What follows belongs to an exercise in optimizing a design on an open flow for small area; a production flow would make more cautious choices.
Only simulation tests tie the RTL to the original design; equivalence was not proved.
Power and IR drop assume default switching activity.

==> run a: inputs <==
==> flow/design.v <==
`default_nettype none
package rs_pkg;
    localparam int SLOT_W = $clog2(4);   
    typedef logic [32-1:0] data_t;        
    typedef struct packed {
        logic              spare;   
        logic              bank;    
        logic [SLOT_W-1:0] slot;    
    } row_fields_t;
    typedef union packed {
        logic [4-1:0] raw;
        row_fields_t          f;
    } row_tag_u;
    localparam logic BANK_ADD = 1'b0;
    localparam logic BANK_MUL = 1'b1;
endpackage
`default_nettype wire
`timescale 1ns/1ps
`default_nettype none
module reservation_station (
    input  wire         clk,
    input  wire         reset,
    input  wire         dispatch,
    input  wire         dispatch_is_mul,
    input  wire  [31:0] src1_value,
    input  wire  [31:0] src2_value,
    input  wire  [3:0]  src1_tag,
    input  wire  [3:0]  src2_tag,
    input  wire         src1_ready,
    input  wire         src2_ready,
    input  wire         add_bc_valid,
    input  wire  [3:0]  add_bc_tag,
    input  wire  [31:0] add_bc_value,
    input  wire         mul_bc_valid,
    input  wire  [3:0]  mul_bc_tag,
    input  wire  [31:0] mul_bc_value,
    input  wire         free_valid,
    input  wire  [3:0]  free_tag,
    output logic [3:0]  available,
    output logic        add_full,
    output logic        mul_full,
    output logic [31:0] rs1_val,
    output logic [31:0] rs2_val,
    output logic [3:0]  row,
    output logic        calculate
);
    localparam int ROWS = 8;
    logic [ROWS-1:0]        b;
    logic [ROWS-1:0]        v1;
    logic [ROWS-1:0]        v2;
    logic [ROWS-1:0][31:0]  d1;    
    logic [ROWS-1:0][31:0]  d2;
    assign d1 = ~d1n;
    assign d2 = ~d2n;
    logic [ROWS-1:0][31:0]  d1n;
    logic [ROWS-1:0][31:0]  d2n;
    logic [ROWS-1:0]        gn;    
    logic [ROWS-1:0] used;
    logic [3:0]      add_free, mul_free;    
    logic [ROWS-1:0] al;                    
    logic [ROWS-1:0] fr;                    
    logic [ROWS-1:0] req, gnt;
    logic            av, mv;                
    assign used = b | v1;
    assign add_full = &used[3:0];
    assign mul_full = &used[7:4];
    assign add_free = ~used[3:0] & (used[3:0] + 4'd1);
    assign mul_free = ~used[7:4] & (used[7:4] + 4'd1);
    always_comb begin
        available[3] = 1'b0;
        available[2] = dispatch_is_mul;
        if (dispatch_is_mul) begin
            available[1:0] = !used[4] ? 2'd0 : !used[5] ? 2'd1 : !used[6] ? 2'd2 : 2'd3;
        end else begin
            available[1:0] = !used[0] ? 2'd0 : !used[1] ? 2'd1 : !used[2] ? 2'd2 : 2'd3;
        end
    end
    assign al = {mul_free & {4{dispatch && dispatch_is_mul}},
                 add_free & {4{dispatch && !dispatch_is_mul}}};
    always_comb begin
        for (int i = 0; i < ROWS; i++) begin
            fr[i] = free_valid && (free_tag[2:0] == 3'(i));
        end
    end
    assign av = add_bc_valid && !add_bc_tag[3];
    assign mv = mul_bc_valid && !mul_bc_tag[3];
    logic s1a, s1m, s2a, s2m;
    assign s1a = add_bc_valid && (add_bc_tag == src1_tag);
    assign s1m = mul_bc_valid && (mul_bc_tag == src1_tag);
    assign s2a = add_bc_valid && (add_bc_tag == src2_tag);
    assign s2m = mul_bc_valid && (mul_bc_tag == src2_tag);
    logic [31:0] w1, w2;    
    assign w1 = {src1_value[31:3], src1_ready ? src1_value[2:0] : src1_tag[2:0]};
    assign w2 = {src2_value[31:3], src2_ready ? src2_value[2:0] : src2_tag[2:0]};
    logic [ROWS-1:0] ah1, mh1, ah2, mh2;
    logic [ROWS-1:0] ss1, sa1, sm1, ss2, sa2, sm2;
    always_comb begin
        for (int i = 0; i < ROWS; i++) begin
            ah1[i] = b[i] && !v1[i] && av && (d1[i][2:0] == add_bc_tag[2:0]);
            mh1[i] = b[i] && !v1[i] && mv && (d1[i][2:0] == mul_bc_tag[2:0]);
            ah2[i] = b[i] && !v2[i] && av && (d2[i][2:0] == add_bc_tag[2:0]);
            mh2[i] = b[i] && !v2[i] && mv && (d2[i][2:0] == mul_bc_tag[2:0]);
            ss1[i] = al[i] && (src1_ready || !(s1a || s1m));
            sa1[i] = (al[i] && !src1_ready && s1a) || ah1[i];
            sm1[i] = (al[i] && !src1_ready && !s1a && s1m) || (mh1[i] && !ah1[i]);
            ss2[i] = al[i] && (src2_ready || !(s2a || s2m));
            sa2[i] = (al[i] && !src2_ready && s2a) || ah2[i];
            sm2[i] = (al[i] && !src2_ready && !s2a && s2m) || (mh2[i] && !ah2[i]);
        end
    end
    assign req = b & v1 & v2;
    assign gnt = req & ~(req - 8'd1);
    always_ff @(posedge clk) begin
        if (reset) begin
            b  <= '0;
            v1 <= '0;
            v2 <= '0;
            gn <= '1;
        end else begin
            gn <= ~gnt;
            for (int i = 0; i < ROWS; i++) begin
                if (fr[i]) begin
                    b[i]  <= 1'b0;
                    v1[i] <= 1'b0;
                    v2[i] <= 1'b0;
                end else if (al[i]) begin
                    b[i]  <= 1'b1;
                    v1[i] <= src1_ready || s1a || s1m;
                    v2[i] <= src2_ready || s2a || s2m;
                end else begin
                    if (gnt[i]) b[i] <= 1'b0;
                    if (ah1[i] || mh1[i]) v1[i] <= 1'b1;
                    if (ah2[i] || mh2[i]) v2[i] <= 1'b1;
                end
            end
        end
    end
    always_ff @(posedge clk) begin
        for (int i = 0; i < ROWS; i++) begin
            d1n[i] <= ~(({32{ss1[i]}} & w1) | ({32{sa1[i]}} & add_bc_value)
                        | ({32{sm1[i]}} & mul_bc_value))
                      & ({32{ss1[i] || sa1[i] || sm1[i]}} | d1n[i]);
            d2n[i] <= ~(({32{ss2[i]}} & w2) | ({32{sa2[i]}} & add_bc_value)
                        | ({32{sm2[i]}} & mul_bc_value))
                      & ({32{ss2[i] || sa2[i] || sm2[i]}} | d2n[i]);
        end
    end
    always_comb begin
        rs1_val = '0;
        rs2_val = '0;
        for (int i = 0; i < ROWS; i++) begin
            rs1_val = rs1_val | ~({32{gn[i]}} | d1n[i]);
            rs2_val = rs2_val | ~({32{gn[i]}} | d2n[i]);
        end
    end
    assign calculate = ~&gn;
    assign row = {1'b0, ~&gn[7:4], ~(gn[2] & gn[3] & gn[6] & gn[7]), ~(gn[1] & gn[3] & gn[5] & gn[7])};
endmodule
`default_nettype wire
==> flow/flow/run.sh <==
#!/bin/bash
# The standard layout (standard.sh), with these changes:
#  - synthesis maps logic with an area-oriented ABC script (flow/abc_area.script)
#    in place of ORFS's abc_speed.script; everything else in synthesis is the
#    standard one, so the registers are the standard synthesis's;
#  - ports buffered with the smallest buffer (buf_1) instead of clkdlybuf4s50_1;
#  - clock tree from clkbuf_8 with larger sink clusters and no dummy loads.
# Each make step writes its own log under orfs/logs; make's output goes to make_*.log.
set -euo pipefail
rm -rf scripts_own
cp -r "$FLOW_HOME/scripts" scripts_own
cp flow/abc_area.script scripts_own/abc_speed.script
export BUFFER_PORTS_ARGS="-buffer_cell sky130_fd_sc_hd__buf_1"
export CTS_ARGS="-sink_clustering_enable -repair_clock_nets -dont_use_dummy_load -buf_list sky130_fd_sc_hd__clkbuf_8 -sink_clustering_size 14 -sink_clustering_max_diameter 55"
SCRIPTS_DIR="$PWD/scripts_own" bash standard.sh synth > make_synth.log 2>&1
bash standard.sh > make_flow.log 2>&1
==> flow/flow/abc_area.script <==
strash
&get -n
&fraig -x
&put
dc2
dch -f
map -a
strash
dch -f
map -a
==> flow/standard.sh <==
#!/bin/bash
# synth_recipe.tcl (not shown) runs the flow's synth.tcl, then flattens the netlist and writes it again
# the make line also repeats each setting of config.mk as NAME=value (left out here)
make -C /OpenROAD-flow-scripts/flow DESIGN_CONFIG=/design/flow/config.mk WORK_HOME=/design/flow/orfs CLKGATE_MAP_FILE= SYNTH_SCRIPT=/design/flow/synth_recipe.tcl "${@:-finish}"
==> flow/config.mk <==
export PLATFORM = sky130hd
export DESIGN_NAME = reservation_station
export DESIGN_NICKNAME = reservation_station
export VERILOG_FILES = /design/flow/design.v
export SDC_FILE = /design/flow/constraint.sdc
export NUM_CORES = 4
export LEC_CHECK = 0
export CAP_MARGIN = 20
export CORE_MARGIN = 2
export CORE_UTILIZATION = 42
export SLEW_MARGIN = 20
==> flow/constraint.sdc <==
create_clock -name core_clock -period 4.0 [get_ports {clk}]
set_input_delay 0.8000 -clock core_clock [delete_from_list [all_inputs] [get_ports {clk}]]
set_output_delay 0.8000 -clock core_clock [all_outputs]
set_load 0.01 [all_outputs]
==> run b: changes against run a <==
--- a/flow/flow/run.sh
+++ b/flow/flow/run.sh
@@ -11,6 +11,6 @@
 cp -r "$FLOW_HOME/scripts" scripts_own
 cp flow/abc_area.script scripts_own/abc_speed.script
 export BUFFER_PORTS_ARGS="-buffer_cell sky130_fd_sc_hd__buf_1"
-export CTS_ARGS="-sink_clustering_enable -repair_clock_nets -dont_use_dummy_load -buf_list sky130_fd_sc_hd__clkbuf_8 -sink_clustering_size 14 -sink_clustering_max_diameter 55"
+export CTS_ARGS="-sink_clustering_enable -repair_clock_nets -dont_use_dummy_load -buf_list sky130_fd_sc_hd__clkbuf_8 -sink_clustering_size 16 -sink_clustering_max_diameter 60"
 SCRIPTS_DIR="$PWD/scripts_own" bash standard.sh synth > make_synth.log 2>&1
 bash standard.sh > make_flow.log 2>&1
- CORE_UTILIZATION: 42 -> 55
==> summary of the runs <==
Run a went through all stages and came out clean. Run b ran to the end with no violations. In critical path depth, run b and run a do not differ. In run b the global-route usage is higher than in run a, by 12 points. Between run b and run a, the lower clock power is in run b (gap 6.2%, measured against run a). Of run b and run a, run b has the higher first-iteration DRC count (gap about 47%, measured against run a).

re-timing with driven ports:
No port has a modelled driver above. Below, the same layouts with a new extraction and two added sets of constraints. Step 1 sets driving cells, clkbuf_16 on the clock port and buf_2 on the other inputs (assumed; they add their load-dependent delay and slew). Step 2 times the ports against the registers' clock, not the clock port: input delays grow and output delays shrink by t, the midpoint of the rising clock arrivals with the driver on. Slacks: ideal / step 1 / step 2; pairs: ideal / step 1.
run	t, ns	setup WS [ns]	hold WS [ns]
run a	0.749	0.201 / 0.141 / -0.166	0.314 / 0.278 / 0.469
run b	0.749	0.138 / 0.077 / -0.278	0.275 / 0.240 / 0.471
Met with ideal ports but missed after step 2: setup timing in run a and run b. The setup slack of run b, which loses most, moves by -0.061 ns with the drivers and by -0.416 ns with both steps.
